What follows belongs to an exercise in optimizing a design on an open flow for small area, a short achievable clock period and few clock cycles; a production flow would make more cautious choices.
No run shown here included a check of the RTL's function; only the layout flow was run.
Power is estimated from default activity; no workload was simulated.

`design/flow/run.sh`:
```
#!/bin/bash
# synth_recipe.tcl (not shown) runs the flow's synth.tcl, then flattens the netlist and writes it again
# the make line also repeats each setting of config.mk as NAME=value (left out here)
make -C /OpenROAD-flow-scripts/flow DESIGN_CONFIG=/design/flow/config.mk WORK_HOME=/design/flow/orfs CLKGATE_MAP_FILE= SYNTH_SCRIPT=/design/flow/synth_recipe.tcl finish
```
`design/flow/config.mk`:
```
export PLATFORM = sky130hd
export DESIGN_NAME = double_clap_toggle_detector
export DESIGN_NICKNAME = double_clap_toggle_detector
export VERILOG_FILES = /design/flow/design.v
export SDC_FILE = /design/flow/constraint.sdc
export NUM_CORES = 4
export LEC_CHECK = 0
export CAP_MARGIN = 20
export CORE_MARGIN = 2
export CORE_UTILIZATION = 40
export PLACE_DENSITY = 0.6
export SETUP_SLACK_MARGIN = 3.0
export SLEW_MARGIN = 20
```
`design/flow/constraint.sdc`:
```
create_clock -name core_clock -period 5.5 [get_ports {clk}]
set_input_delay 1.1000 -clock core_clock [delete_from_list [all_inputs] [get_ports {clk}]]
set_output_delay 1.1000 -clock core_clock [all_outputs]
set_load 0.01 [all_outputs]
```
`design/flow/design.v`:
```
package dctd_pkg;
  localparam int STAMP_W = 32;
  localparam int GAP_W   = 16;
  localparam int PADDR_W = 3;
  localparam int DEPTH   = 16;
  localparam logic [GAP_W-1:0] MIN_GAP_RESET = 16'd400;
  localparam logic [GAP_W-1:0] MAX_GAP_RESET = 16'd1000;
  localparam int QDEPTH = 6;
  localparam logic REG_MIN_GAP = 1'b0;
  localparam logic REG_MAX_GAP = 1'b1;
endpackage
module dctd_ring (
  input  logic                                              clk,
  input  logic                                              push,     
  input  logic                                              rotate,   
  input  logic [dctd_pkg::STAMP_W-1:0]                      din,
  output logic [dctd_pkg::DEPTH-1:0][dctd_pkg::STAMP_W-1:0] slot
);
  localparam int N = dctd_pkg::DEPTH;
  always_ff @(posedge clk) begin
    if (push || rotate) begin
      slot[0] <= rotate ? slot[N-1] : din;
      for (int e = 1; e < N; e++) slot[e] <= slot[e-1];
    end
  end
endmodule
module dctd_win (
  input  logic [15:0]      v_hi,
  input  logic [15:0]      v_lo,
  input  logic [15:0]      s_hi_m1,   
  input  logic [15:0]      s_hi,
  input  logic [15:0]      s_hi_p1,   
  input  logic [3:0][15:0] b_lo,      
  output logic [2:0]       rel,       
  output logic [3:0]       c          
);
  function automatic logic gt16(input logic [15:0] a, input logic [15:0] b);
    logic [15:0] d, g;
    logic [7:0]  d1, g1;
    logic [3:0]  d2, g2;
    logic [1:0]  d3, g3;
    logic        r;
    d = a ^ b;
    g = a;
    for (int i = 0; i < 8; i++) begin
      d1[i] = d[2*i+1] | d[2*i];
      g1[i] = d[2*i+1] ? g[2*i+1] : g[2*i];
    end
    for (int i = 0; i < 4; i++) begin
      d2[i] = d1[2*i+1] | d1[2*i];
      g2[i] = d1[2*i+1] ? g1[2*i+1] : g1[2*i];
    end
    for (int i = 0; i < 2; i++) begin
      d3[i] = d2[2*i+1] | d2[2*i];
      g3[i] = d2[2*i+1] ? g2[2*i+1] : g2[2*i];
    end
    r = (d3[1] | d3[0]) & (d3[1] ? g3[1] : g3[0]);
    gt16 = r;
  endfunction
  assign rel[0] = (v_hi == s_hi_m1);
  assign rel[1] = (v_hi == s_hi);
  assign rel[2] = (v_hi == s_hi_p1);
  assign c[0] = gt16(v_lo, b_lo[0]);
  assign c[1] = gt16(b_lo[1], v_lo);
  assign c[2] = gt16(v_lo, b_lo[2]);
  assign c[3] = gt16(b_lo[3], v_lo);
endmodule
module dctd_win_fold (
  input  logic [2:0] rel,
  input  logic [3:0] c,
  input  logic [3:0] b_hi,
  output logic       hit
);
  logic       rm, rz, rp;
  logic [3:0] ok;    
  assign {rp, rz, rm} = rel;
  assign ok[0] = b_hi[0] ? (rz || rp || (rm && c[0])) : (rp || (rz && c[0]));
  assign ok[1] = b_hi[1] ? (rm && c[1])               : (rm || (rz && c[1]));
  assign ok[2] = b_hi[2] ? (rp && c[2])               : (rp || (rz && c[2]));
  assign ok[3] = b_hi[3] ? (rm || rz || (rp && c[3])) : (rm || (rz && c[3]));
  assign hit = (ok[0] && ok[1]) || (ok[2] && ok[3]);
endmodule
module dctd_ctrl (
  input  logic                         clk,
  input  logic                         rst,
  input  logic                         in_valid,
  output logic                         in_stall,
  input  logic [dctd_pkg::STAMP_W-1:0] event_time_ms,
  input  logic [dctd_pkg::GAP_W-1:0]   min_gap,
  input  logic [dctd_pkg::GAP_W-1:0]   max_gap,
  input  logic                         cfg_wr,
  output logic                         out_valid,
  input  logic                         out_stall,
  output logic                         load_on,
  output logic                         toggled
);
  localparam int N  = dctd_pkg::DEPTH;
  localparam int SW = dctd_pkg::STAMP_W;
  localparam int QD = dctd_pkg::QDEPTH;
  logic [N-1:0][SW-1:0] slot;
  logic [N-1:0]         valid;
  logic       sc_busy;
  logic [1:0] sc_ph;
  logic [4:0] sc_left;
  logic [3:0] rot;
  logic [4:0] sc_left_dec;
  logic [3:0] rot_inc;
  logic       sc_cmp;
  logic       busy_d;
  assign sc_left_dec = (sc_left != 5'd0) ? sc_left - 5'd1 : 5'd0;
  assign rot_inc     = rot + 4'd1;
  assign sc_cmp      = sc_busy && (sc_ph == 2'd2);
  assign busy_d      = cfg_wr || (sc_busy && !(sc_cmp && sc_left_dec == 5'd0 && rot_inc == 4'd0));
  always_ff @(posedge clk) begin
    if (rst) begin
      sc_busy <= 1'b0;
      sc_ph   <= '0;
      sc_left <= '0;
      rot     <= '0;
    end else begin
      sc_busy <= busy_d;
      if (sc_cmp) rot <= rot_inc;
      if (cfg_wr) begin
        sc_ph   <= '0;
        sc_left <= 5'd16;
      end else if (sc_busy) begin
        sc_ph <= (sc_ph == 2'd2) ? 2'd0 : sc_ph + 2'd1;
        if (sc_cmp) sc_left <= sc_left_dec;
      end
    end
  end
  logic          a_v;
  logic [SW-1:0] s_q;
  logic          accept;
  assign accept = in_valid && !in_stall;
  always_ff @(posedge clk) begin
    if (sc_busy) s_q <= valid[N-1] ? slot[N-1] : '0;
    else         s_q <= event_time_ms;
  end
  always_ff @(posedge clk) begin
    if (rst) a_v <= 1'b0;
    else     a_v <= accept;
  end
  logic               push;
  logic               b_v;
  logic [SW-1:0]      s2_q;
  logic               s2_zero;
  logic               same_q;
  logic [15:0]        sh_m1;
  logic [15:0]        sh_p1;
  logic [3:0][15:0]   b_lo;
  logic [3:0]         b_hi;
  logic [3:0][16:0]   bnd;
  assign bnd[0] = {1'b0, s_q[15:0]} - {1'b0, max_gap};
  assign bnd[1] = {1'b0, s_q[15:0]} - {1'b0, min_gap};
  assign bnd[2] = {1'b0, s_q[15:0]} + {1'b0, min_gap};
  assign bnd[3] = {1'b0, s_q[15:0]} + {1'b0, max_gap};
  always_ff @(posedge clk) begin
    s2_q    <= s_q;
    s2_zero <= (s_q == '0);
    same_q  <= push ? (s_q == s2_q) : (s_q == slot[0]);
    sh_m1   <= s_q[31:16] - 16'd1;
    sh_p1   <= s_q[31:16] + 16'd1;
    for (int k = 0; k < 4; k++) begin
      b_lo[k] <= bnd[k][15:0];
      b_hi[k] <= bnd[k][16];
    end
  end
  always_ff @(posedge clk) begin
    if (rst) b_v <= 1'b0;
    else     b_v <= a_v;
  end
  logic [N-2:0][2:0] rel;
  logic [N-2:0][3:0] cmp;
  logic [2:0]        rel_z;
  logic [3:0]        cmp_z;
  for (genvar e = 0; e < N - 1; e++) begin : g_win
    dctd_win u_win (
      .v_hi   (slot[e][31:16]),
      .v_lo   (slot[e][15:0]),
      .s_hi_m1(sh_m1),
      .s_hi   (s2_q[31:16]),
      .s_hi_p1(sh_p1),
      .b_lo   (b_lo),
      .rel    (rel[e]),
      .c      (cmp[e])
    );
  end
  dctd_win u_win_zero (
    .v_hi   (16'd0),
    .v_lo   (16'd0),
    .s_hi_m1(sh_m1),
    .s_hi   (s2_q[31:16]),
    .s_hi_p1(sh_p1),
    .b_lo   (b_lo),
    .rel    (rel_z),
    .c      (cmp_z)
  );
  assign push = b_v && !same_q;
  dctd_ring u_ring (
    .clk   (clk),
    .push  (push),
    .rotate(sc_cmp),
    .din   (s2_q),
    .slot  (slot)
  );
  logic              c_v;
  logic [N-2:0][2:0] rel_q;
  logic [N-2:0][3:0] cmp_q;
  logic [2:0]        rel_zq;
  logic [3:0]        cmp_zq;
  logic [3:0]        c_hi;
  logic [N-2:0]      w_q;
  logic              wz_q;
  logic         c_zero;
  logic         shifted;
  logic         sc_acc;
  logic [3:0]   sc_rot;
  logic [N-2:0] vold;
  logic [N-2:0] w_sel;
  logic         w_any;
  logic         dup;
  logic         written;
  logic         hit;
  logic         pair_q;
  logic         load_q;
  logic [N-1:0] v_res;
  always_ff @(posedge clk) begin
    rel_q   <= rel;
    cmp_q   <= cmp;
    rel_zq  <= rel_z;
    cmp_zq  <= cmp_z;
    c_hi    <= b_hi;
    c_zero  <= s2_zero;
    shifted <= push || sc_cmp;
    sc_rot  <= rot;
  end
  for (genvar e = 0; e < N - 1; e++) begin : g_fold
    dctd_win_fold u_fold (
      .rel (rel_q[e]),
      .c   (cmp_q[e]),
      .b_hi(c_hi),
      .hit (w_q[e])
    );
  end
  dctd_win_fold u_fold_zero (
    .rel (rel_zq),
    .c   (cmp_zq),
    .b_hi(c_hi),
    .hit (wz_q)
  );
  assign vold = shifted ? valid[N-1:1] : valid[N-2:0];
  for (genvar e = 0; e < N - 1; e++) begin : g_sel
    assign w_sel[e] = !(sc_acc && sc_rot == 4'(e + 1)) && (vold[e] ? w_q[e] : wz_q);
  end
  assign w_any   = |w_sel;
  assign dup     = vold[0] ? !shifted : c_zero;
  assign written = c_v && !dup;
  assign hit     = written && (pair_q || w_any);
  assign v_res = hit ? '0 : {valid[N-1:1], valid[0] || written};
  always_ff @(posedge clk) begin
    if (rst) begin
      c_v    <= 1'b0;
      sc_acc <= 1'b0;
      pair_q <= 1'b0;
      load_q <= 1'b0;
      valid  <= '0;
    end else begin
      c_v    <= b_v;
      sc_acc <= sc_cmp && rot != 4'd0 && !cfg_wr;
      if (cfg_wr)               pair_q <= 1'b0;
      else if (sc_acc && w_any) pair_q <= 1'b1;
      else if (hit)             pair_q <= 1'b0;
      if (hit) load_q <= !load_q;
      if (sc_cmp)    valid <= {v_res[N-2:0], v_res[N-1]};
      else if (push) valid <= {v_res[N-2:0], 1'b0};
      else           valid <= v_res;
    end
  end
  logic [QD-1:0][1:0] q;
  logic [QD-1:0][1:0] q_keep;
  logic [QD-1:0][1:0] q_pop;
  logic [1:0]         res;
  logic [2:0]         cnt;
  logic [2:0]         cnt_c;
  logic [3:0]         base;
  logic               pop;
  logic               stall_d;
  assign pop   = out_valid && !out_stall;
  assign res   = {load_q ^ hit, hit};
  assign cnt_c = cnt + {2'b0, written};
  assign base  = {1'b0, cnt} + {3'b0, c_v} + {3'b0, b_v} + {3'b0, a_v};
  for (genvar i = 0; i < QD; i++) begin : g_q
    assign q_keep[i] = (written && cnt == 3'(i)) ? res : q[i];
    if (i < QD - 1) begin : g_next
      assign q_pop[i] = (written && cnt == 3'(i + 1)) ? res : q[i+1];
    end else begin : g_last
      assign q_pop[i] = q[i];
    end
  end
  always_ff @(posedge clk) begin
    q <= pop ? q_pop : q_keep;
  end
  assign stall_d = accept ? (base >= 4'(QD - 1)) : (base >= 4'(QD));
  always_ff @(posedge clk) begin
    if (rst) begin
      cnt       <= '0;
      out_valid <= 1'b0;
      in_stall  <= 1'b0;
    end else begin
      cnt       <= pop ? cnt_c - 3'd1 : cnt_c;
      out_valid <= pop ? (cnt_c >= 3'd2) : (cnt_c != 3'd0);
      in_stall  <= busy_d || stall_d;
    end
  end
  assign load_on = q[0][1];
  assign toggled = q[0][0];
endmodule
module double_clap_toggle_detector (
  input  logic                         clk,
  input  logic                         rst,
  input  logic                         psel,
  input  logic                         penable,
  input  logic                         pwrite,
  input  logic [dctd_pkg::PADDR_W-1:0] paddr,
  input  logic [31:0]                  pwdata,
  output logic [31:0]                  prdata,
  output logic                         pready,
  input  logic                         in_valid,
  output logic                         in_stall,
  input  logic [dctd_pkg::STAMP_W-1:0] event_time_ms,
  output logic                         out_valid,
  input  logic                         out_stall,
  output logic                         load_on,
  output logic                         toggled
);
  localparam int GW = dctd_pkg::GAP_W;
  logic [GW-1:0] min_gap_ms;
  logic [GW-1:0] max_gap_ms;
  logic          cfg_wr;
  assign pready = 1'b1;
  assign cfg_wr = psel && penable && pwrite;
  always_ff @(posedge clk) begin
    if (rst) begin
      min_gap_ms <= dctd_pkg::MIN_GAP_RESET;
      max_gap_ms <= dctd_pkg::MAX_GAP_RESET;
    end else if (cfg_wr) begin
      if (paddr[2] == dctd_pkg::REG_MAX_GAP) max_gap_ms <= pwdata[GW-1:0];
      else                                   min_gap_ms <= pwdata[GW-1:0];
    end
  end
  logic [GW-1:0] rd_q;
  always_ff @(posedge clk) begin
    if (rst) rd_q <= (paddr[2] == dctd_pkg::REG_MAX_GAP) ? dctd_pkg::MAX_GAP_RESET : dctd_pkg::MIN_GAP_RESET;
    else     rd_q <= (paddr[2] == dctd_pkg::REG_MAX_GAP) ? max_gap_ms : min_gap_ms;
  end
  assign prdata = {{(32-GW){1'b0}}, rd_q};
  dctd_ctrl u_ctrl (
    .clk          (clk),
    .rst          (rst),
    .in_valid     (in_valid),
    .in_stall     (in_stall),
    .event_time_ms(event_time_ms),
    .min_gap      (min_gap_ms),
    .max_gap      (max_gap_ms),
    .cfg_wr       (cfg_wr),
    .out_valid    (out_valid),
    .out_stall    (out_stall),
    .load_on      (load_on),
    .toggled      (toggled)
  );
endmodule
```
==> results of run 1 <==
## where the power goes
part           total, uW  leakage, uW  internal, uW  switching (uW)
clock network       7350      0.00178          4280            3070
registers           8330      0.00789          7520             814
logic               5960       0.0128          2450            3510
total              21600       0.0224         14300            7390
## kinds of logic after synthesis
logic type | after synthesis
and+or+nand+nor | 1412
xor gates and xnor gates | 1278
AOI/OAI and AO/OA | 1121
DFF | 894
buffers and inverters | 773
adders and majority gates | 440
muxes | 58
other | 2
## path summary, 6_finish.rpt
check                        from                to  cells past startpoint
setup / recovery  u_ctrl.b_lo[34]  u_ctrl.cmp_q[18]                     11
hold / removal     u_ctrl.b_hi[1]    u_ctrl.c_hi[1]                      0
hold reg to reg    u_ctrl.b_hi[1]    u_ctrl.c_hi[1]                      0
setup reg to reg  u_ctrl.b_lo[34]  u_ctrl.cmp_q[18]                     11
## final cells by class
cell class                 instances  share of cell area, %
clock buffer                     135                  4.385
multi-input combinational       4327                  49.88
tap                             1890                  3.508
antenna                            3                0.01114
timing repair buffer             376                  5.142
clock inverter                    57                 0.9820
sequential                       894                  34.45
inverter                         260                  1.639
## what timing repair did
action,CTS,global route
endpoints found under the setup margin,581,325
setup buffers,142,47
resized for setup,493,223
gates cloned,2,3
endpoints found under the hold margin,0,0
hold buffers,0,0
pin swaps,230,258
## metrics by stage
stage / instance area, sq um / util, %
after floorplan: 57330 / -
after global placement: 59240 / 41.84
after detailed placement: 59240 / 41.84
after CTS: 65980 / 46.60
after global routing: 67400 / 47.60
final: 67400 / 47.61
## registers in the layout, indices dropped and copies added, names as in the netlist, 32 cells and up
name                flops
u_ctrl.u_ring.slot    512
u_ctrl.cmp_q           60
u_ctrl.rel_q           45
u_ctrl.b_lo            62
u_ctrl.s_q             32
u_ctrl.s2_q            32
## layer usage
metal / GRT usage (%) / part of all wire, %
met3: 4.509 / 10
met5: 0 / 0
met4: 16.52 / 6.7
met1: 37.56 / 40
met2: 41.64 / 43
## layout by cell type, fill, tap and decap left out, types with 26 or more instances in the layout
cell / synthesis / layout
a21oi_1: 330 / 287
a21oi_2: 0 / 41
a221oi_2: 1 / 38
a22o_1: 50 / 50
a22oi_1: 42 / 38
a31oi_1: 37 / 26
buf_4: 20 / 232
buf_6: 1 / 41
clkbuf_16: 0 / 111
clkdlybuf4s50_1: 0 / 54
clkinvlp_4: 0 / 28
dfxtp_1: 378 / 306
dfxtp_2: 0 / 44
dfxtp_4: 0 / 28
edfxtp_1: 516 / 516
ha_1: 79 / 67
inv_1: 245 / 215
maj3_1: 299 / 225
maj3_2: 56 / 130
mux2i_1: 45 / 45
nand2_1: 406 / 401
nand2b_1: 118 / 102
nand3_1: 54 / 49
nand4_1: 263 / 263
nor2_1: 209 / 192
nor2b_1: 88 / 68
nor3_1: 61 / 52
nor4_1: 122 / 107
o211ai_1: 26 / 26
o21ai_0: 189 / 167
o21bai_1: 33 / 31
o22ai_1: 117 / 102
xnor2_1: 1074 / 1071
xor2_1: 204 / 202
==> impl_metrics.csv, run 1 <==
group,metric,value,unit
run_status,status,"no timing/DRC/antenna violations",
cells_and_area,drive_gt1_share,18.04,%
synthesis,yosysTopAreaCell,"edfxtp_1",
synthesis,synthSimpleGateAreaFrac,12.66,%
critical_path,cp_top_family,"adder cells",
synthesis,syn-instance-count,5978,
global_route,grt_max_degree,126,
cells_and_area,syn_to_final_growth,18.00,%
timing,slew_headroom,26.45,%
synthesis,muxShareOfSynthArea,1.045,%
synthesis,synth_flop_cell,"edfxtp_1",
synthesis,synth_xor_area_share,19.60,%
global_route,grt_pass1_vias,46240,
drt,wl_per_cell,26.49,microns
synthesis,synthArstFlopShare,0,%
synthesis,ys_seq_area_share,40.37,%
floorplan,dieWidth,381.9,microns
synthesis,synth_compound_area_share,12.77,%
timing,tns,0,ns
timing,hold_viol,0,
synthesis,synth_top_area_share,27.13,%
place,io_buffer_count,75,
drt,drt_wl_total,210400,microns
global_route,grt-ovfl-total,0,
synthesis,synth.most_common_cell,"xnor2_1",
drt,drtAntennaViolNets,0,
cells_and_area,n_fill_cell,13060,
synthesis,synth_warnings,4,
cts,cts-buffers-inserted,102,
timing,finalMaxSlewViolations,0,
critical_path,required,6.15,ns
drt,vias,48280,
floorplan,dieArea,145800,sq um
timing,fin_crit_sh,53.65,%
critical_path,cp_cell_sequence,"buf_12 > inv_4 > buf_8 > a221o_1 > a221oi_4 > o211ai_1 > a31o_1 > maj3_2 > maj3_2 > maj3_2 > maj3_2",
synthesis,synth-adder-area-share,8.284,%
critical_path,crit_top_cell,"maj3_2",
floorplan,row_count,138,
global_route,antenna_found_initial,6,
cts,cts.sinks,894,
timing,max_freq,0.3389,GHz
run,cap_violations,0,
critical_path,critPathMaxStageDelay,0.38,ns
critical_path,ff2ff_setup_slack,2.55,ns
cells_and_area,fin_nets,6120,
timing,finalSetupViolCount,0,
power_and_ir_drop,power_leakage,0.02242,uW
cts,clk-insertion-delay-late,0.76,ns
drt,route.detailed.drc,0,
global_route,grt_pass1_wl,304600,microns
drt,drtIter0Drc,5738,
cts,root_buffer,"clkbuf_16",
synthesis,ys_ff_latch,894,
drt,vias_per_cell,6.079,
cts,path_clk_slew,0.07,ns
timing,tightest_slew,1.096,ns
cells_and_area,multi_input_area,33620,sq um
synthesis,synth_edf_count,516,
cts,htreeDepth,3,
drt,dr.pass1.iters,6,
timing,rsz0062_at_grt,"true",
power_and_ir_drop,powerDensity,321.1,nW/um^2
critical_path,cp_slowest_cell,"a221o_1",
timing,fin_crit,2.951,ns
floorplan,start_util,40.34,%
critical_path,path_max_fanout,3,
floorplan,die_h,381.9,microns
synthesis,syn_area,57120,sq um
timing,timing.hold.ws,0.3264,ns
critical_path,endpoint_kind,"register",
synthesis,synth_commonest_cells,"xnor2_1, edfxtp_1, nand2_1",
timing,skew,0.05553,ns
critical_path,worstSetupPathType,"reg2reg",
critical_path,cp_num_buf_inv,3,
cells_and_area,regArea,23220,sq um
power_and_ir_drop,finalPower,21640,uW
floorplan,core,141600,sq um
timing,finalWorstSetupSlack,2.549,ns
synthesis,syn_avg_cell_area,9.555,sq um
cts,tritoncts,"built",
place,place_ws,1.511,ns
synthesis,synth_area_leaders,"edfxtp_1, xnor2_1, dfxtp_1, maj3_1, xor2_1",
global_route,gr-usage-all-layers,27.76,%
floorplan,ioPinCount,111,
critical_path,start_kind,"register",
worst_hold_path,hp-class,"reg2reg",
place,gp_congestion,0.9425,
cts,clock_path_buffers,3,
place,dpl.hpwl,138000,microns
synthesis,synthDistinctLibCells,85,
cells_and_area,stdcell_count,7942,
place,dp.cells,7553,
critical_path,cp_data_arrival_time,3.60,ns
power_and_ir_drop,peakVddDrop,0.2849,mV
synthesis,synth_top_family_by_area,"XOR/XNOR gates",
==> run 2: changes to the inputs <==
--- a/design/flow/design.v
+++ b/design/flow/design.v
@@ -28,7 +28,6 @@
   input  logic [15:0]      v_hi,
   input  logic [15:0]      v_lo,
-  input  logic [15:0]      s_hi_m1,   
   input  logic [15:0]      s_hi,
-  input  logic [15:0]      s_hi_p1,   
+  input  logic [15:0]      s_hi_far,  
   input  logic [3:0][15:0] b_lo,      
   output logic [2:0]       rel,       
@@ -58,7 +57,15 @@
     gt16 = r;
   endfunction
-  assign rel[0] = (v_hi == s_hi_m1);
-  assign rel[1] = (v_hi == s_hi);
-  assign rel[2] = (v_hi == s_hi_p1);
+  logic [15:0] z;
+  logic        upper_eq;
+  logic        near;
+  logic        far;
+  assign z        = v_hi ^ s_hi;
+  assign upper_eq = ~(|z[15:1]);
+  assign near     = upper_eq && z[0];
+  assign far      = (z == s_hi_far);
+  assign rel[0] = s_hi[0] ? near : far;
+  assign rel[1] = upper_eq && !z[0];
+  assign rel[2] = s_hi[0] ? far : near;
   assign c[0] = gt16(v_lo, b_lo[0]);
   assign c[1] = gt16(b_lo[1], v_lo);
@@ -147,6 +154,5 @@
   logic               s2_zero;
   logic               same_q;
-  logic [15:0]        sh_m1;
-  logic [15:0]        sh_p1;
+  logic [15:0]        sh_far;
   logic [3:0][15:0]   b_lo;
   logic [3:0]         b_hi;
@@ -160,6 +166,5 @@
     s2_zero <= (s_q == '0);
     same_q  <= push ? (s_q == s2_q) : (s_q == slot[0]);
-    sh_m1   <= s_q[31:16] - 16'd1;
-    sh_p1   <= s_q[31:16] + 16'd1;
+    sh_far  <= s_q[16] ? (s_q[31:16] ^ (s_q[31:16] + 16'd1)) : (s_q[31:16] ^ (s_q[31:16] - 16'd1));
     for (int k = 0; k < 4; k++) begin
       b_lo[k] <= bnd[k][15:0];
@@ -179,7 +184,6 @@
       .v_hi   (slot[e][31:16]),
       .v_lo   (slot[e][15:0]),
-      .s_hi_m1(sh_m1),
-      .s_hi   (s2_q[31:16]),
-      .s_hi_p1(sh_p1),
+      .s_hi    (s2_q[31:16]),
+      .s_hi_far(sh_far),
       .b_lo   (b_lo),
       .rel    (rel[e]),
@@ -190,7 +194,6 @@
     .v_hi   (16'd0),
     .v_lo   (16'd0),
-    .s_hi_m1(sh_m1),
-    .s_hi   (s2_q[31:16]),
-    .s_hi_p1(sh_p1),
+    .s_hi    (s2_q[31:16]),
+    .s_hi_far(sh_far),
     .b_lo   (b_lo),
     .rel    (rel_z),
--- a/design/flow/config.mk
+++ b/design/flow/config.mk
@@ -10,4 +10,6 @@
 export CORE_UTILIZATION = 40
 export PLACE_DENSITY = 0.6
-export SETUP_SLACK_MARGIN = 3.0
+export SETUP_SLACK_MARGIN = 3.2
 export SLEW_MARGIN = 20
+export SYNTH_HIERARCHICAL = 1
+export SYNTH_MINIMUM_KEEP_SIZE = 100
==> impl_metrics.csv, run 2 <==
group,metric,value,unit
cts,path_clk_slew,0.06,ns
synthesis,synth_area_leaders,"edfxtp_1, dfxtp_1, xor2_1, xnor2_1, maj3_1",
global_route,antenna_found_initial,2,
cts,cts.sinks,880,
power_and_ir_drop,p_clk_share,31.7,%
floorplan,row_count,141,
drt,drtAntennaViolNets,0,
synthesis,ys_ff_latch,880,
critical_path,path_max_fanout,5,
timing,tightest_slew,1.082,ns
global_route,grtUsageMet1,33.03,%
synthesis,syn_area,59370,sq um
timing,fin_crit,3.034,ns
cells_and_area,stdcell_count,8085,
cts,clk-insertion-delay-late,0.74,ns
cells_and_area,top_register,"u_ctrl.u_ring.slot",
place,dp.cells,7780,
power_and_ir_drop,swShare,34.26,%
power_and_ir_drop,powerDensity,313.0,nW/um^2
synthesis,synthSimpleGateAreaFrac,14.34,%
synthesis,synth_compound_area_share,9.708,%
drt,vias,45590,
synthesis,synth_commonest_cells,"xor2_1, xnor2_1, edfxtp_1",
floorplan,dieWidth,389.2,microns
place,place_ws,1.790,ns
worst_hold_path,hp-class,"reg2reg",
synthesis,muxShareOfSynthArea,2.706,%
synthesis,syn_avg_cell_area,10.12,sq um
power_and_ir_drop,peakVddDrop,0.2637,mV
timing,rsz0062_at_grt,"true",
cells_and_area,largest_register_ffs,512,
synthesis,synth_flop_cell,"edfxtp_1",
global_route,grt.busiest_layer,"met2",
global_route,grt_pass1_wl,280600,microns
floorplan,ioPinCount,111,
cts,htreeDepth,3,
drt,drt_wl_total,190700,microns
place,dpl.hpwl,130700,microns
synthesis,synth_edf_count,516,
timing,tns,0,ns
global_route,grt_max_degree,67,
cells_and_area,fin_nets,6243,
synthesis,synth.most_common_cell,"xor2_1",
drt,dr.pass1.iters,5,
cells_and_area,top_regs,"u_ctrl.u_ring.slot (512), u_ctrl.b_lo (62), u_ctrl.cmp_q (60)",
cells_and_area,antenna_cells,0,
synthesis,synthArstFlopShare,0,%
timing,finalSetupViolCount,0,
timing,fin_crit_sh,55.15,%
cells_and_area,final_cell_mix,"xor2_1, xnor2_1, edfxtp_1",
synthesis,synth_xor_area_share,18.31,%
critical_path,ff2ff_setup_slack,2.47,ns
timing,skew,0.06178,ns
synthesis,synthDistinctLibCells,92,
timing,max_freq,0.3297,GHz
global_route,gr-usage-all-layers,24.34,%
timing,finalMaxSlewViolations,0,
power_and_ir_drop,pwr-share-comb,31.0,%
cells_and_area,syn_to_final_growth,15.25,%
floorplan,dieArea,151500,sq um
synthesis,syn-instance-count,5867,
floorplan,start_util,40.25,%
timing,hold_viol,0,
power_and_ir_drop,internal-power,14080,uW
cts,tritoncts,"built",
drt,route.detailed.drc,0,
drt,drtIter0Drc,4022,
power_and_ir_drop,netSwitchingPower,7336,uW
cts,cts-buffers-inserted,100,
floorplan,core,147500,sq um
cells_and_area,drive_gt1_share,15.92,%
power_and_ir_drop,power_leakage,0.02445,uW
global_route,grt_use_met3,2.863,%
floorplan,die_h,389.2,microns
place,place_area,62110,sq um
cts,clock_path_buffers,3,
global_route,met2_usage,38.33,%
cells_and_area,stdcell_area,68420,sq um
synthesis,synth-adder-area-share,11.33,%
synthesis,synth_top_family_by_area,"XOR/XNOR gates",
global_route,grt-ovfl-total,0,
power_and_ir_drop,finalPower,21410,uW
drt,wl_per_cell,23.58,microns
drt,vias_per_cell,5.638,
timing,finalWorstSetupSlack,2.466,ns
critical_path,worstSetupPathType,"reg2reg",
run,cap_violations,0,
critical_path,endpoint_kind,"register",
cells_and_area,final_common_cell,"xor2_1",
place,gp_congestion,0.9291,
place,io_buffer_count,75,
synthesis,yosysTopAreaCell,"edfxtp_1",
global_route,grt_pass1_vias,44530,
critical_path,cp_data_arrival_time,3.51,ns
critical_path,start_kind,"register",
cts,hold_buffers,0,
critical_path,required,5.98,ns
synthesis,synth_top_area_share,26.10,%
power_and_ir_drop,pwr-share-seq,37.3,%
synthesis,ys_seq_area_share,38.38,%
timing,slew_headroom,27.75,%
synthesis,synth_warnings,10,
run_status,status,"no timing/DRC/antenna violations",
cts,root_buffer,"clkbuf_16",
==> run 2: worst paths after layout <==
check                           depth (start not counted)           start        endpoint
worst max register to register                          8  u_ctrl.c_hi[2]    u_ctrl.q[10]
worst max-delay path                                    8  u_ctrl.c_hi[2]    u_ctrl.q[10]
worst min register to register                          0  u_ctrl.b_hi[2]  u_ctrl.c_hi[2]
worst min-delay path                                    0  u_ctrl.b_hi[2]  u_ctrl.c_hi[2]
==> run 2: power groups by stage <==
stage	Clock, uW	Combinational, uW	Sequential [uW]
after floorplan	0	3850	8610
after global placement	0	6030	8110
after detailed placement	0	6130	8120
after CTS	6890	6410	7980
after global routing	7140	7090	8050
final	6790	6630	7990
==> run 2: layout make-up <==
type                    count  area (sq um)
well taps                1930          2415
fillers                 13620         79070
clock inverters            48         526.8
clock buffers             139          2770
multi-input cells        4429         35420
flip-flops and latches    880         22940
inverters                 372          1423
repair buffers            287          2919
==> run 2: stage by stage <==
| step | hold slack (ns) | utilization [%] |
|---|---|---|
| 2_1_floorplan | 0.3096 | - |
| 3_3_place_gp | 0.3136 | 42.12 |
| 3_5_place_dp | 0.3171 | 42.12 |
| 4_1_cts | 0.3249 | 45.68 |
| 5_1_grt | 0.3271 | 46.39 |
| 6_report | 0.3253 | 46.39 |
==> run 2: repair_timing <==
| item | 4_1_cts | 5_1_grt |
|---|---|---|
| setup buffers | 59 | 49 |
| resized for setup | 411 | 129 |
| endpoints found under the setup margin | 741 | 274 |
| pin swaps | 73 | 64 |
| cloned | 7 | 3 |
==> run 2: per-layer routing <==
| metal | vias up | routed length [microns] |
|---|---|---|
| met2 | 1738 | 85450 |
| met5 | - | 0 |
| met4 | 0 | 10850 |
| met3 | 424 | 11720 |
| li1 | 21060 | - |
| met1 | 22370 | 82670 |
==> run 2: logic make-up after synthesis <==
kind of cell,count (synthesis)
other,4
AOI/OAI and AO/OA,802
DFF,880
muxes,141
and+or+nand+nor,1525
xor gates and xnor gates,1241
adders and majority gates,624
buffers and inverters,650
==> run 2: critical path: stages, from the launching register on <==
cell	delay, ns
dfxtp_4	0.43
buf_16	0.15
and3b_1	0.18
o32ai_2	0.31
a221oi_2	0.12
a2111o_1	0.42
or4b_4	0.58
or2_4	0.31
mux2_4	0.27
==> run 2: per-module statistics from Yosys (local to each module, per instance) <==
module                       cell area (sq um)  cells  flops+latches
double_clap_toggle_detector               2034    199             48
dctd_win                                  1677    227              0
dctd_ring                                15920    549            512
dctd_ctrl                                14580   1487            320
==> run 3: changes to the inputs <==
--- a/design/flow/design.v
+++ b/design/flow/design.v
@@ -6,5 +6,5 @@
   localparam logic [GAP_W-1:0] MIN_GAP_RESET = 16'd400;
   localparam logic [GAP_W-1:0] MAX_GAP_RESET = 16'd1000;
-  localparam int QDEPTH = 6;
+  localparam int QDEPTH = 7;
   localparam logic REG_MIN_GAP = 1'b0;
   localparam logic REG_MAX_GAP = 1'b1;
@@ -31,7 +31,11 @@
   input  logic [15:0]      s_hi_far,  
   input  logic [3:0][15:0] b_lo,      
-  output logic [2:0]       rel,       
-  output logic [3:0]       c          
+  input  logic [3:0]       b_hi,      
+  output logic             hit
 );
+  logic [2:0] rel;   
+  logic [3:0] c;     
+  logic       rm, rz, rp;
+  logic [3:0] ok;    
   function automatic logic gt16(input logic [15:0] a, input logic [15:0] b);
     logic [15:0] d, g;
@@ -72,13 +76,4 @@
   assign c[2] = gt16(v_lo, b_lo[2]);
   assign c[3] = gt16(b_lo[3], v_lo);
-endmodule
-module dctd_win_fold (
-  input  logic [2:0] rel,
-  input  logic [3:0] c,
-  input  logic [3:0] b_hi,
-  output logic       hit
-);
-  logic       rm, rz, rp;
-  logic [3:0] ok;    
   assign {rp, rz, rm} = rel;
   assign ok[0] = b_hi[0] ? (rz || rp || (rm && c[0])) : (rp || (rz && c[0]));
@@ -176,27 +171,25 @@
     else     b_v <= a_v;
   end
-  logic [N-2:0][2:0] rel;
-  logic [N-2:0][3:0] cmp;
-  logic [2:0]        rel_z;
-  logic [3:0]        cmp_z;
+  logic [N-2:0] w;
+  logic         wz;
   for (genvar e = 0; e < N - 1; e++) begin : g_win
     dctd_win u_win (
-      .v_hi   (slot[e][31:16]),
-      .v_lo   (slot[e][15:0]),
+      .v_hi    (slot[e][31:16]),
+      .v_lo    (slot[e][15:0]),
       .s_hi    (s2_q[31:16]),
       .s_hi_far(sh_far),
-      .b_lo   (b_lo),
-      .rel    (rel[e]),
-      .c      (cmp[e])
+      .b_lo    (b_lo),
+      .b_hi    (b_hi),
+      .hit     (w[e])
     );
   end
   dctd_win u_win_zero (
-    .v_hi   (16'd0),
-    .v_lo   (16'd0),
+    .v_hi    (16'd0),
+    .v_lo    (16'd0),
     .s_hi    (s2_q[31:16]),
     .s_hi_far(sh_far),
-    .b_lo   (b_lo),
-    .rel    (rel_z),
-    .c      (cmp_z)
+    .b_lo    (b_lo),
+    .b_hi    (b_hi),
+    .hit     (wz)
   );
   assign push = b_v && !same_q;
@@ -208,68 +201,57 @@
     .slot  (slot)
   );
-  logic              c_v;
-  logic [N-2:0][2:0] rel_q;
-  logic [N-2:0][3:0] cmp_q;
-  logic [2:0]        rel_zq;
-  logic [3:0]        cmp_zq;
-  logic [3:0]        c_hi;
-  logic [N-2:0]      w_q;
-  logic              wz_q;
+  logic         c_v;
+  logic [N-2:0] w_q;
+  logic         wz_q;
   logic         c_zero;
   logic         shifted;
   logic         sc_acc;
-  logic [3:0]   sc_rot;
+  logic [N-2:0] incl;
   logic [N-2:0] vold;
   logic [N-2:0] w_sel;
   logic         w_any;
+  logic         fold;
   logic         dup;
   logic         written;
   logic         hit;
+  logic         clr_q;
   logic         pair_q;
   logic         load_q;
+  logic [N-1:0] v_clr;
   logic [N-1:0] v_res;
+  logic         res_v;
+  logic [1:0]   res_q;
   always_ff @(posedge clk) begin
-    rel_q   <= rel;
-    cmp_q   <= cmp;
-    rel_zq  <= rel_z;
-    cmp_zq  <= cmp_z;
-    c_hi    <= b_hi;
+    w_q     <= w;
+    wz_q    <= wz;
     c_zero  <= s2_zero;
     shifted <= push || sc_cmp;
-    sc_rot  <= rot;
+    for (int e = 0; e < N - 1; e++) incl[e] <= !(sc_cmp && rot == 4'(e + 1));
   end
-  for (genvar e = 0; e < N - 1; e++) begin : g_fold
-    dctd_win_fold u_fold (
-      .rel (rel_q[e]),
-      .c   (cmp_q[e]),
-      .b_hi(c_hi),
-      .hit (w_q[e])
-    );
-  end
-  dctd_win_fold u_fold_zero (
-    .rel (rel_zq),
-    .c   (cmp_zq),
-    .b_hi(c_hi),
-    .hit (wz_q)
-  );
   assign vold = shifted ? valid[N-1:1] : valid[N-2:0];
   for (genvar e = 0; e < N - 1; e++) begin : g_sel
-    assign w_sel[e] = !(sc_acc && sc_rot == 4'(e + 1)) && (vold[e] ? w_q[e] : wz_q);
+    assign w_sel[e] = incl[e] && (vold[e] ? w_q[e] : wz_q);
   end
   assign w_any   = |w_sel;
-  assign dup     = vold[0] ? !shifted : c_zero;
+  assign fold    = clr_q ? wz_q : w_any;
+  assign dup     = (vold[0] && !clr_q) ? !shifted : c_zero;
   assign written = c_v && !dup;
-  assign hit     = written && (pair_q || w_any);
-  assign v_res = hit ? '0 : {valid[N-1:1], valid[0] || written};
+  assign hit     = written && (pair_q || fold);
+  assign v_clr = clr_q ? '0 : valid;
+  assign v_res = {v_clr[N-1:1], v_clr[0] || written};
   always_ff @(posedge clk) begin
     if (rst) begin
       c_v    <= 1'b0;
       sc_acc <= 1'b0;
+      clr_q  <= 1'b0;
       pair_q <= 1'b0;
       load_q <= 1'b0;
+      res_v  <= 1'b0;
       valid  <= '0;
     end else begin
       c_v    <= b_v;
       sc_acc <= sc_cmp && rot != 4'd0 && !cfg_wr;
+      clr_q  <= hit;
+      res_v  <= written;
       if (cfg_wr)               pair_q <= 1'b0;
       else if (sc_acc && w_any) pair_q <= 1'b1;
@@ -281,8 +263,10 @@
     end
   end
+  always_ff @(posedge clk) begin
+    res_q <= {load_q ^ hit, hit};
+  end
   logic [QD-1:0][1:0] q;
   logic [QD-1:0][1:0] q_keep;
   logic [QD-1:0][1:0] q_pop;
-  logic [1:0]         res;
   logic [2:0]         cnt;
   logic [2:0]         cnt_c;
@@ -291,11 +275,10 @@
   logic               stall_d;
   assign pop   = out_valid && !out_stall;
-  assign res   = {load_q ^ hit, hit};
-  assign cnt_c = cnt + {2'b0, written};
-  assign base  = {1'b0, cnt} + {3'b0, c_v} + {3'b0, b_v} + {3'b0, a_v};
+  assign cnt_c = cnt + {2'b0, res_v};
+  assign base  = {1'b0, cnt} + {3'b0, res_v} + {3'b0, c_v} + {3'b0, b_v} + {3'b0, a_v};
   for (genvar i = 0; i < QD; i++) begin : g_q
-    assign q_keep[i] = (written && cnt == 3'(i)) ? res : q[i];
+    assign q_keep[i] = (res_v && cnt == 3'(i)) ? res_q : q[i];
     if (i < QD - 1) begin : g_next
-      assign q_pop[i] = (written && cnt == 3'(i + 1)) ? res : q[i+1];
+      assign q_pop[i] = (res_v && cnt == 3'(i + 1)) ? res_q : q[i+1];
     end else begin : g_last
       assign q_pop[i] = q[i];
==> impl_metrics.csv, run 3 <==
group,metric,value,unit
floorplan,dieArea,152300,sq um
drt,drtIter0Drc,4435,
place,dpl.hpwl,133200,microns
floorplan,dieWidth,390.2,microns
synthesis,synth_top_family_by_area,"XOR/XNOR gates",
synthesis,ys_ff_latch,797,
drt,route.detailed.drc,0,
timing,rsz0062_at_grt,"true",
power_and_ir_drop,powerDensity,304.0,nW/um^2
place,io_buffer_count,75,
critical_path,cp_cell_sequence,"buf_12 > nand2b_4 > maj3_2 > maj3_2 > maj3_2 > o211ai_1 > a221o_2 > a21oi_1 > o32ai_2",
critical_path,worstSetupPathType,"reg2reg",
cts,path_clk_slew,0.06,ns
cells_and_area,top_register,"u_ctrl.u_ring.slot",
place,gp_congestion,0.8784,
timing,fin_crit_sh,49.90,%
floorplan,start_util,40.36,%
synthesis,synth_compound_area_share,12.17,%
worst_hold_path,hp-class,"reg2reg",
place,place_area,62150,sq um
cells_and_area,stdcell_count,8347,
synthesis,synth-adder-area-share,9.076,%
synthesis,synth_area_leaders,"edfxtp_1, xnor2_1, dfxtp_1, xor2_1, maj3_2",
critical_path,critPathMaxStageDelay,0.44,ns
run,cap_violations,0,
timing,skew,0.04766,ns
critical_path,cp_data_arrival_time,3.33,ns
drt,vias_per_cell,5.730,
timing,fin_crit,2.744,ns
timing,max_freq,0.3644,GHz
run_status,status,"no timing/DRC/antenna violations",
cells_and_area,fin_nets,6515,
power_and_ir_drop,peakVddDrop,0.2889,mV
synthesis,synth_flop_cell,"edfxtp_1",
cts,clock_path_buffers,3,
synthesis,syn_area,59660,sq um
synthesis,yosysTopAreaCell,"edfxtp_1",
synthesis,syn-instance-count,6147,
synthesis,syn_avg_cell_area,9.706,sq um
cells_and_area,drive_gt1_share,17.41,%
synthesis,ys_seq_area_share,35.40,%
critical_path,cp_top_family,"compound AO/OA/AOI/OAI gates",
timing,tns,0,ns
cts,cts.sinks,797,
timing,finalMaxSlewViolations,0,
synthesis,synth_edf_count,516,
critical_path,path_max_fanout,16,
cts,htreeDepth,3,
synthesis,synth_warnings,10,
cts,cts-buffers-inserted,92,
global_route,grt_pass1_vias,45780,
synthesis,synth_commonest_cells,"xnor2_1, xor2_1, edfxtp_1",
global_route,grt_pass1_wl,286000,microns
cts,tritoncts,"built",
cells_and_area,stdcell_area,68500,sq um
cells_and_area,n_fill_cell,13620,
floorplan,core,147800,sq um
cells_and_area,final_cell_mix,"xnor2_1, xor2_1, edfxtp_1",
critical_path,crit_top_cell,"maj3_2",
critical_path,endpoint_kind,"register",
critical_path,cp_slowest_cell,"o211ai_1",
drt,wl_per_cell,23.34,microns
cells_and_area,antenna_cells,0,
cells_and_area,syn_to_final_growth,14.81,%
timing,hold_viol,0,
timing,finalSetupViolCount,0,
synthesis,synth_top_area_share,25.97,%
synthesis,muxShareOfSynthArea,2.837,%
synthesis,synthSimpleGateAreaFrac,15.56,%
power_and_ir_drop,power_leakage,0.02468,uW
cells_and_area,final_common_cell,"xnor2_1",
global_route,antenna_found_initial,3,
synthesis,synth_xor_area_share,19.16,%
floorplan,ioPinCount,111,
cells_and_area,top_regs,"u_ctrl.u_ring.slot (512), u_ctrl.b_lo (62)",
cts,clk-insertion-delay-late,0.74,ns
critical_path,required,6.09,ns
floorplan,die_h,390.2,microns
drt,dr.pass1.iters,7,
drt,vias,47830,
floorplan,row_count,141,
global_route,grt_max_degree,96,
cells_and_area,largest_register_ffs,512,
critical_path,start_kind,"register",
synthesis,synthDistinctLibCells,89,
timing,tightest_slew,1.037,ns
synthesis,synth.most_common_cell,"xnor2_1",
drt,drtAntennaViolNets,0,
drt,drt_wl_total,194800,microns
global_route,grt-ovfl-total,0,
place,dp.cells,8035,
timing,slew_headroom,30.79,%
global_route,gr-usage-all-layers,24.57,%
synthesis,synthArstFlopShare,0,%
cts,root_buffer,"clkbuf_16",
critical_path,cp_num_buf_inv,1,
cts,hold_buffers,0,
==> run 3: cell types whose count changed in the layout (fill, tap and decap cells not counted), moves of 64 or more <==
cell     before  now
maj3_2      146  223
a21oi_1     130  357
maj3_1      379  161
xor2_1      662  517
dfxtp_1     278  169
xnor2_1     572  769
inv_2        21   85
==> run 3: logic make-up (layout without fill, tap and decap cells) <==
| family | Yosys count | after routing |
|---|---|---|
| simple gates | 1602 | 1603 |
| flops | 797 | 797 |
| xor+xnor | 1305 | 1305 |
| buf+inv | 731 | 921 |
| other cells | 4 | 83 |
| compound gates | 1072 | 1072 |
| mux | 152 | 152 |
| fa+ha+maj | 484 | 484 |
==> run 3: layer usage <==
metal	up-vias	part of all wire [%]	GRT usage [%]
met5	-	0	0
met4	0	6.3	13.70
met3	434	6.0	2.827
met2	1797	45	38.28
met1	23500	43	33.16
li1	22090	-	-
==> run 3: area by class of cell <==
class | instances | area (sq um) | area share (%)
well taps | 1930 | 2415 | 3.525
flip-flops and latches | 797 | 21400 | 31.23
inverters | 470 | 1784 | 2.605
clock buffers | 128 | 2620 | 3.825
multi-input cells | 4699 | 36810 | 53.74
clock inverters | 42 | 648.1 | 0.9461
repair buffers | 281 | 2828 | 4.128
==> run 3: timing repair <==
action | 4_1_cts | 5_1_grt
buffers inserted | 77 | 61
resized for setup | 386 | 136
pin swaps | 104 | 88
gates cloned | 3 | 1
setup endpoints to repair | 634 | 284
hold endpoints to repair | 0 | 0
==> run 3: report_power, final <==
group	total (uW)	internal (uW)	switching (uW)
clock	6660	3920	2740
sequential	7920	6750	1170
combinational	6240	2810	3430
==> run 3: worst paths after layout <==
kind,depth (start not counted),end,start,slack (ns)
max,9,u_ctrl.w_q[9],u_ctrl.b_lo[48],2.76
min,0,u_ctrl.s2_q[31],u_ctrl.s_q[31],0.41
max reg2reg,9,u_ctrl.w_q[9],u_ctrl.b_lo[48],2.76
min reg2reg,0,u_ctrl.s2_q[31],u_ctrl.s_q[31],0.41
==> run 3: Yosys stat by module (local to each module, per instance) <==
| module | copies in the design | cell area, sq um | cells inside | flip-flops and latches |
|---|---|---|---|---|
| dctd_ctrl | 1 | 11540 | 1207 | 237 |
| dctd_ring | 1 | 15920 | 549 | 512 |
| dctd_win | 16 | 1886 | 262 | 0 |
| double_clap_toggle_detector | 1 | 2034 | 199 | 48 |
==> run 3: through the flow <==
| step | setup WS (ns) | power, uW | utilization, % | hold WS (ns) |
|---|---|---|---|---|
| 3_3_place_gp | 2.103 | 13600 | 42.04 | 0.3907 |
| 2_1_floorplan | 0.0002935 | 11880 | - | 0.3096 |
| 4_1_cts | 2.797 | 20660 | 45.52 | 0.4019 |
| 3_5_place_dp | 2.092 | 13730 | 42.04 | 0.3875 |
| 5_1_grt | 2.750 | 21720 | 46.34 | 0.4217 |
| 6_report | 2.756 | 20830 | 46.34 | 0.4137 |
==> run 4: changes to the inputs <==
--- a/design/flow/config.mk
+++ b/design/flow/config.mk
@@ -8,6 +8,8 @@
 export CAP_MARGIN = 20
 export CORE_MARGIN = 2
-export CORE_UTILIZATION = 40
-export PLACE_DENSITY = 0.6
+export CORE_UTILIZATION = 55
+export CTS_CLUSTER_DIAMETER = 100
+export CTS_CLUSTER_SIZE = 30
+export PLACE_DENSITY = 0.72
 export SETUP_SLACK_MARGIN = 3.2
 export SLEW_MARGIN = 20
==> impl_metrics.csv, run 4 <==
group,metric,value,unit
power_and_ir_drop,internal-power,11190,uW
timing,rsz0062_at_grt,"true",
critical_path,endpoint_kind,"register",
cells_and_area,final_common_cell,"xnor2_1",
critical_path,start_kind,"register",
global_route,grt_pass1_wl,277300,microns
synthesis,synth_top_area_share,25.97,%
timing,max_freq,0.3680,GHz
timing,skew,0.05212,ns
floorplan,die_h,333.4,microns
synthesis,yosysTopAreaCell,"edfxtp_1",
cts,clk-insertion-delay-late,0.68,ns
cells_and_area,drive_gt1_share,18.52,%
cells_and_area,top_regs,"u_ctrl.u_ring.slot (512), u_ctrl.b_lo (62)",
drt,met3_length,15350,microns
timing,finalMaxSlewViolations,0,
global_route,grt-ovfl-total,0,
floorplan,core,107400,sq um
synthesis,synth_warnings,10,
floorplan,row_count,120,
drt,wl_per_cell,24.03,microns
synthesis,syn_avg_cell_area,9.706,sq um
global_route,antenna_found_initial,4,
timing,fin_crit,2.717,ns
drt,vias,48990,
power_and_ir_drop,pwr-share-seq,41.7,%
critical_path,cp_slowest_cell,"dfxtp_4",
worst_hold_path,holdPathStages,0,
critical_path,cp_top_family,"adder cells",
power_and_ir_drop,pwr-share-comb,37.7,%
floorplan,dieArea,111100,sq um
drt,vias_per_cell,6.252,
power_and_ir_drop,swShare,37.88,%
critical_path,required,6.06,ns
cts,cts-buffers-inserted,38,
synthesis,synth_edf_count,516,
critical_path,cp_data_arrival_time,3.28,ns
run,cap_violations,0,
drt,drt_wl_total,188300,microns
timing,hold_viol,0,
power_and_ir_drop,p_clk_share,20.6,%
cts,clock_path_buffers,3,
floorplan,dieWidth,333.4,microns
critical_path,path_max_fanout,8,
drt,wl_met1,75330,microns
timing,finalSetupViolCount,0,
run_status,status,"no timing/DRC/antenna violations",
drt,dr.pass1.iters,6,
synthesis,ys_ff_latch,797,
cts,hold_buffers,0,
timing,tns,0,ns
drt,top_layer,"met5",
critical_path,path_depth,10,
timing,tightest_slew,0.8380,ns
synthesis,synthArstFlopShare,0,%
place,gp_congestion,0.9220,
drt,drtAntennaViolNets,0,
drt,route.detailed.drc,0,
synthesis,synth.most_common_cell,"xnor2_1",
synthesis,syn-instance-count,6147,
global_route,grt_max_degree,84,
cells_and_area,final_cell_mix,"xnor2_1, xor2_1, edfxtp_1",
synthesis,ys_seq_area_share,35.40,%
cells_and_area,largest_register_ffs,512,
place,dpl.hpwl,127900,microns
timing,fin_crit_sh,49.41,%
timing,slew_headroom,43.70,%
power_and_ir_drop,peakVddDrop,0.2017,mV
critical_path,critPathMaxStageDelay,0.38,ns
cells_and_area,fin_nets,6577,
global_route,gr-usage-all-layers,32.25,%
cts,htreeDepth,2,
floorplan,ioPinCount,111,
cts,path_clk_slew,0.11,ns
cells_and_area,antenna_cells,0,
place,dp.cells,7542,
power_and_ir_drop,netSwitchingPower,6826,uW
synthesis,synth_commonest_cells,"xnor2_1, xor2_1, edfxtp_1",
critical_path,worstSetupPathType,"reg2reg",
global_route,grt_pass1_vias,46260,
synthesis,synth_area_leaders,"edfxtp_1, xnor2_1, dfxtp_1, xor2_1, maj3_2",
critical_path,cp_cell_sequence,"buf_12 > buf_16 > nand2b_4 > maj3_2 > maj3_2 > maj3_2 > o211ai_1 > a221o_2 > a21oi_1 > o32ai_1",
cells_and_area,stdcell_count,7835,
synthesis,synthDistinctLibCells,89,
cts,tritoncts,"built",
critical_path,crit_top_cell,"maj3_2",
synthesis,synth_flop_cell,"edfxtp_1",
cts,cts.sinks,797,
critical_path,cp_num_buf_inv,2,
worst_hold_path,hp-class,"reg2reg",
power_and_ir_drop,power_leakage,0.02444,uW
floorplan,start_util,55.58,%
cells_and_area,top_register,"u_ctrl.u_ring.slot",
cts,root_buffer,"clkbuf_16",
power_and_ir_drop,powerDensity,268.8,nW/um^2
critical_path,reg2regPathDepth,10,
cells_and_area,syn_to_final_growth,12.34,%
synthesis,syn_area,59660,sq um
cells_and_area,n_fill_cell,8654,
drt,drtIter0Drc,4736,
drt,wl_met2,83920,microns
place,io_buffer_count,75,
run 4: cell counts after synthesis:
Identical to the previous run, type by type.
run 4: kinds of logic (layout without fill, tap and decap cells):
logic type	count (synthesis)	in the layout	share of synthesized area [%]
other	4	83	0.02516
xor gates and xnor gates	1305	1305	19.16
muxes	152	152	2.837
AOI/OAI and AO/OA	1072	1072	12.17
DFF	797	797	35.40
buffers and inverters	731	935	5.780
adders and majority gates	484	484	9.076
and+or+nand+nor	1602	1604	15.56
run 4: layout make-up:
type,instances,area (sq um),share of cell area [%]
Clock inverter,19,257.7,0.3845
Multi-Input combinational cell,4700,37070,55.30
Inverter,470,1789,2.669
Sequential cell,797,21390,31.91
Timing Repair Buffer,396,3727,5.561
Tap cell,1403,1755,2.619
Clock buffer,50,1037,1.547
run 4: timing repair:
item	CTS	global route
setup buffers	94	121
endpoints found under the setup margin	668	115
pin swaps	150	101
gates resized for setup	405	179
gates cloned	5	3
run 4: final timing paths:
| path | slack (ns) | to | from |
|---|---|---|---|
| setup / recovery | 2.78 | u_ctrl.w_q[6] | u_ctrl.b_lo[48] |
| hold / removal | 0.42 | u_ctrl.s2_q[31] | u_ctrl.s_q[31] |
| setup reg to reg | 2.78 | u_ctrl.w_q[6] | u_ctrl.b_lo[48] |
| hold reg to reg | 0.42 | u_ctrl.s2_q[31] | u_ctrl.s_q[31] |
run 4: modules after synthesis (local to each module, per instance):
| module | times used | cells | area [sq um] | flip-flops and latches |
|---|---|---|---|---|
| dctd_ring | 1 | 549 | 15920 | 512 |
| dctd_ctrl | 1 | 1207 | 11540 | 237 |
| double_clap_toggle_detector | 1 | 199 | 2034 | 48 |
| dctd_win | 16 | 262 | 1886 | 0 |
run 4: metrics by stage:
step                hold WS, ns  worst slack [ns]  total power, uW  area, sq um  utilization, %
detailed placement       0.4026             2.084            13710        61780           57.55
CTS                      0.4222             2.907            17640        65130           60.67
floorplan                0.3096         0.0002935            11880        60130               -
finish                   0.4194             2.783            18020        67030           62.44
global placement         0.4088             2.144            13540        61780           57.55
global route             0.4434             2.771            18740        67030           62.44
run 4: power by group through the flow:
stage               Clock (uW)  Combinational (uW)  Sequential [uW]
CTS                       3740                6420             7480
global route              3910                7270             7550
global placement             0                5910             7630
finish                    3710                6790             7520
floorplan                    0                3960             7920
detailed placement           0                6070             7650
run 4: routing by layer:
layer / global-route usage, % / vias up
li1: - / 22220
met1: 42.88 / 23850
met2: 49.84 / 2374
met3: 3.680 / 544
met4: 21.08 / 4
met5: 0 / -
==> run 5: changes to the inputs <==
--- a/design/flow/design.v
+++ b/design/flow/design.v
@@ -6,5 +6,5 @@
   localparam logic [GAP_W-1:0] MIN_GAP_RESET = 16'd400;
   localparam logic [GAP_W-1:0] MAX_GAP_RESET = 16'd1000;
-  localparam int QDEPTH = 7;
+  localparam int QDEPTH = 6;
   localparam logic REG_MIN_GAP = 1'b0;
   localparam logic REG_MAX_GAP = 1'b1;
@@ -103,5 +103,5 @@
   logic [N-1:0]         valid;
   logic       sc_busy;
-  logic [1:0] sc_ph;
+  logic       sc_ph;
   logic [4:0] sc_left;
   logic [3:0] rot;
@@ -112,5 +112,5 @@
   assign sc_left_dec = (sc_left != 5'd0) ? sc_left - 5'd1 : 5'd0;
   assign rot_inc     = rot + 4'd1;
-  assign sc_cmp      = sc_busy && (sc_ph == 2'd2);
+  assign sc_cmp      = sc_busy && sc_ph;
   assign busy_d      = cfg_wr || (sc_busy && !(sc_cmp && sc_left_dec == 5'd0 && rot_inc == 4'd0));
   always_ff @(posedge clk) begin
@@ -127,22 +127,12 @@
         sc_left <= 5'd16;
       end else if (sc_busy) begin
-        sc_ph <= (sc_ph == 2'd2) ? 2'd0 : sc_ph + 2'd1;
+        sc_ph <= !sc_ph;
         if (sc_cmp) sc_left <= sc_left_dec;
       end
     end
   end
-  logic          a_v;
-  logic [SW-1:0] s_q;
-  logic          accept;
-  assign accept = in_valid && !in_stall;
-  always_ff @(posedge clk) begin
-    if (sc_busy) s_q <= valid[N-1] ? slot[N-1] : '0;
-    else         s_q <= event_time_ms;
-  end
-  always_ff @(posedge clk) begin
-    if (rst) a_v <= 1'b0;
-    else     a_v <= accept;
-  end
+  logic               accept;
   logic               push;
+  logic [SW-1:0]      x;
   logic               b_v;
   logic [SW-1:0]      s2_q;
@@ -153,13 +143,15 @@
   logic [3:0]         b_hi;
   logic [3:0][16:0]   bnd;
-  assign bnd[0] = {1'b0, s_q[15:0]} - {1'b0, max_gap};
-  assign bnd[1] = {1'b0, s_q[15:0]} - {1'b0, min_gap};
-  assign bnd[2] = {1'b0, s_q[15:0]} + {1'b0, min_gap};
-  assign bnd[3] = {1'b0, s_q[15:0]} + {1'b0, max_gap};
+  assign accept = in_valid && !in_stall;
+  assign x = sc_busy ? (valid[N-1] ? slot[N-1] : '0) : event_time_ms;
+  assign bnd[0] = {1'b0, x[15:0]} - {1'b0, max_gap};
+  assign bnd[1] = {1'b0, x[15:0]} - {1'b0, min_gap};
+  assign bnd[2] = {1'b0, x[15:0]} + {1'b0, min_gap};
+  assign bnd[3] = {1'b0, x[15:0]} + {1'b0, max_gap};
   always_ff @(posedge clk) begin
-    s2_q    <= s_q;
-    s2_zero <= (s_q == '0);
-    same_q  <= push ? (s_q == s2_q) : (s_q == slot[0]);
-    sh_far  <= s_q[16] ? (s_q[31:16] ^ (s_q[31:16] + 16'd1)) : (s_q[31:16] ^ (s_q[31:16] - 16'd1));
+    s2_q    <= x;
+    s2_zero <= (x == '0);
+    same_q  <= push ? (x == s2_q) : (x == slot[0]);
+    sh_far  <= x[16] ? (x[31:16] ^ (x[31:16] + 16'd1)) : (x[31:16] ^ (x[31:16] - 16'd1));
     for (int k = 0; k < 4; k++) begin
       b_lo[k] <= bnd[k][15:0];
@@ -169,5 +161,5 @@
   always_ff @(posedge clk) begin
     if (rst) b_v <= 1'b0;
-    else     b_v <= a_v;
+    else     b_v <= accept;
   end
   logic [N-2:0] w;
@@ -276,5 +268,5 @@
   assign pop   = out_valid && !out_stall;
   assign cnt_c = cnt + {2'b0, res_v};
-  assign base  = {1'b0, cnt} + {3'b0, res_v} + {3'b0, c_v} + {3'b0, b_v} + {3'b0, a_v};
+  assign base  = {1'b0, cnt} + {3'b0, res_v} + {3'b0, c_v} + {3'b0, b_v};
   for (genvar i = 0; i < QD; i++) begin : g_q
     assign q_keep[i] = (res_v && cnt == 3'(i)) ? res_q : q[i];
--- a/design/flow/config.mk
+++ b/design/flow/config.mk
@@ -8,8 +8,6 @@
 export CAP_MARGIN = 20
 export CORE_MARGIN = 2
-export CORE_UTILIZATION = 55
-export CTS_CLUSTER_DIAMETER = 100
-export CTS_CLUSTER_SIZE = 30
-export PLACE_DENSITY = 0.72
+export CORE_UTILIZATION = 40
+export PLACE_DENSITY = 0.6
 export SETUP_SLACK_MARGIN = 3.2
 export SLEW_MARGIN = 20
==> impl_metrics.csv, run 5 <==
group,metric,value,unit
timing,skew,0.05049,ns
cells_and_area,drive_gt1_share,19.59,%
worst_hold_path,hp-class,"reg2reg",
critical_path,cp_slowest_cell,"dfxtp_4",
synthesis,synth_edf_count,516,
cts,clock_path_buffers,3,
floorplan,die_h,388.2,microns
power_and_ir_drop,power_leakage,0.02543,uW
timing,finalWorstSetupSlack,2.517,ns
cells_and_area,final_cell_mix,"xnor2_1, xor2_1, edfxtp_1",
timing,fin_crit,2.983,ns
place,place_area,62310,sq um
drt,vias_per_cell,5.784,
synthesis,syn_avg_cell_area,9.553,sq um
synthesis,synth_commonest_cells,"xnor2_1, xor2_1, edfxtp_1",
global_route,grt_pass1_wl,298500,microns
drt,dr.pass1.iters,6,
critical_path,cp_cell_sequence,"and2_4 > a22oi_2 > inv_4 > ha_4 > fa_2 > nor2b_4 > or3_4 > a31oi_4 > o221ai_4 > a311oi_2 > xnor2_1",
synthesis,syn_area,59060,sq um
cells_and_area,final_common_cell,"xnor2_1",
cells_and_area,n_fill_cell,13590,
timing,tns,0,ns
critical_path,start_kind,"register",
timing,finalMaxSlewViolations,0,
place,gp_congestion,0.9134,
critical_path,endpoint_kind,"register",
place,place_ws,1.362,ns
critical_path,cp_data_arrival_time,3.64,ns
cts,cts.sinks,761,
timing,tightest_slew,1.052,ns
synthesis,syn-instance-count,6182,
power_and_ir_drop,pwr-share-seq,37.0,%
synthesis,yosysTopAreaCell,"edfxtp_1",
place,io_buffer_count,75,
drt,wl_per_cell,24.13,microns
power_and_ir_drop,powerDensity,296.9,nW/um^2
floorplan,ioPinCount,111,
cts,cts-buffers-inserted,87,
cells_and_area,syn_to_final_growth,17.65,%
floorplan,row_count,141,
synthesis,synth_flop_cell,"edfxtp_1",
cts,path_clk_slew,0.06,ns
run,cap_violations,0,
cells_and_area,top_regs,"u_ctrl.u_ring.slot (512), u_ctrl.b_lo (62), u_ctrl.s2_q (32)",
drt,drt_wl_total,205400,microns
global_route,grt-ovfl-total,0,
synthesis,synthDistinctLibCells,97,
timing,rsz0062_at_grt,"true",
floorplan,core,147100,sq um
synthesis,synth_top_area_share,26.24,%
drt,drtIter0Drc,4477,
cells_and_area,fin_nets,6674,
global_route,gr-usage-all-layers,26.00,%
synthesis,synth_warnings,10,
floorplan,dieWidth,388.2,microns
cells_and_area,top_register,"u_ctrl.u_ring.slot",
drt,route.detailed.drc,0,
power_and_ir_drop,swShare,36.52,%
synthesis,ys_ff_latch,761,
power_and_ir_drop,netSwitchingPower,7533,uW
critical_path,required,6.15,ns
place,dpl.hpwl,139100,microns
critical_path,worstSetupPathType,"reg2reg",
cts,root_buffer,"clkbuf_16",
run_status,status,"no timing/DRC/antenna violations",
critical_path,critPathMaxStageDelay,0.41,ns
synthesis,synth_area_leaders,"edfxtp_1, xnor2_1, dfxtp_1, xor2_1, maj3_2",
timing,hold_viol,0,
cells_and_area,largest_register_ffs,512,
floorplan,dieArea,150700,sq um
power_and_ir_drop,peakVddDrop,0.2555,mV
synthesis,ys_seq_area_share,34.54,%
timing,slew_headroom,29.74,%
cts,clk-insertion-delay-late,0.75,ns
timing,finalSetupViolCount,0,
drt,vias,49220,
global_route,grt_pass1_vias,47170,
timing,max_freq,0.3352,GHz
synthesis,synthArstFlopShare,0,%
global_route,antenna_found_initial,4,
synthesis,synth.most_common_cell,"xnor2_1",
timing,fin_crit_sh,54.24,%
power_and_ir_drop,pwr-share-comb,33.7,%
floorplan,start_util,40.14,%
drt,drtAntennaViolNets,0,
critical_path,path_max_fanout,8,
cts,hold_buffers,0,
cells_and_area,stdcell_area,69480,sq um
global_route,grt_max_degree,89,
power_and_ir_drop,internal-power,13090,uW
cts,tritoncts,"built",
cts,htreeDepth,3,
power_and_ir_drop,p_clk_share,29.3,%
run 5: kinds of logic after synthesis:
kind of cell / share of synthesized area, %
and+or+nand+nor: 16.16
xor gates and xnor gates: 19.18
AOI/OAI and AO/OA: 12.53
DFF: 34.54
buffers and inverters: 5.977
adders and majority gates: 8.996
muxes: 2.597
other: 0.02542
run 5: Yosys stat by module (local to each module, per instance):
module,area (sq um),copies in the design,flops+latches
dctd_win,1886,16,0
dctd_ring,15920,1,512
dctd_ctrl,10930,1,201
double_clap_toggle_detector,2034,1,48
run 5: layout make-up:
class	count	area [sq um]	share of cell area, %
diodes	1	2.502	0.003602
clock buffers	115	2427	3.494
clock inverters	46	470.5	0.6771
inverters	486	1884	2.712
multi-input cells	4756	37480	53.94
flip-flops and latches	761	20610	29.66
well taps	1930	2415	3.476
repair buffers	414	4187	6.025
repair inverters	1	5.005	0.007203
run 5: final timing paths:
kind / start / end / slack (ns) / cells past startpoint
max: u_ctrl.sc_busy / u_ctrl.b_lo[46] / 2.52 / 11
min: u_ctrl.u_ring.slot[59] / u_ctrl.u_ring.slot[91] / 0.46 / 0
max reg2reg: u_ctrl.sc_busy / u_ctrl.b_lo[46] / 2.52 / 11
min reg2reg: u_ctrl.u_ring.slot[59] / u_ctrl.u_ring.slot[91] / 0.46 / 0
run 5: through the flow:
step           util (%)  hold WS, ns  instances  total power, uW
2_1_floorplan         -       0.3096       6261            11960
3_3_place_gp      42.34       0.4391       8104            13790
3_5_place_dp      42.35       0.4350       8105            13930
4_1_cts           45.97       0.4593       8392            20310
5_1_grt           47.22       0.4738       8509            21460
6_report          47.22       0.4592       8510            20630
run 5: routing by layer:
layer / GRT usage [%] / routed length (microns)
met1: 34.56 / 84810
met2: 40.32 / 91220
met3: 3.795 / 16050
met5: 0 / 13
met4: 14.92 / 13300
run 5: timing repair:
item / in CTS / in global routing
cloned: 8 / 6
pin swaps: 161 / 106
endpoints found under the setup margin: 704 / 187
resized for setup: 393 / 156
setup buffers: 118 / 111
run 5: critical path, delay by kind of cell (launching register included):
kind                     cells  cell delay, ns
adder cells (fa/ha/maj)      2            0.51
XOR/XNOR                     1            0.15
buffers and inverters        1            0.08
flip-flops                   1            0.41
AND/OR/NAND/NOR              3            0.75
AO/OA/AOI/OAI                4            0.99
run 5: power by group through the flow:
stage / registers, uW / logic, uW / clock network (uW)
after floorplan: 7710 / 4250 / 0
after global placement: 7760 / 6020 / 0
after detailed placement: 7750 / 6180 / 0
after CTS: 7610 / 6590 / 6110
after global routing: 7670 / 7460 / 6320
final: 7630 / 6950 / 6050

afterwards: timing with drivers on the ports:
In the flow no input, the clock included, has a driving cell. The finished layouts below were timed again as built, in two steps. Step 1 (the two cells are an assumption about what drives the block):
set clk [get_ports {clk}]
set_driving_cell -lib_cell sky130_fd_sc_hd__clkbuf_16 $clk
set_driving_cell -lib_cell sky130_fd_sc_hd__buf_2 [delete_from_list [all_inputs] $clk]
Step 2 also shifts input and output timing later by t, the mid clock arrival at the registers, as if the neighbouring blocks saw the same clock. Slacks: no drivers / after step 1 / after step 2; pairs: no drivers / after step 1.
| run | t, ns | setup WS [ns] | slew at the worst register clock pin (ns) |
|---|---|---|---|
| run 1 | 0.811 | 2.549 / 2.549 / 2.323 | 0.07 / 0.07 |
| run 2 | 0.782 | 2.466 / 2.466 / 2.466 | 0.07 / 0.07 |
| run 3 | 0.790 | 2.756 / 2.756 / 2.459 | 0.07 / 0.07 |
| run 4 | 0.730 | 2.783 / 2.783 / 2.544 | 0.12 / 0.12 |
| run 5 | 0.798 | 2.517 / 2.517 / 1.790 | 0.07 / 0.07 |
After both steps setup and hold are still met in every run listed. For run 5, which loses most, drivers alone change the setup slack by 0.000 ns; drivers and shift together by -0.727 ns.
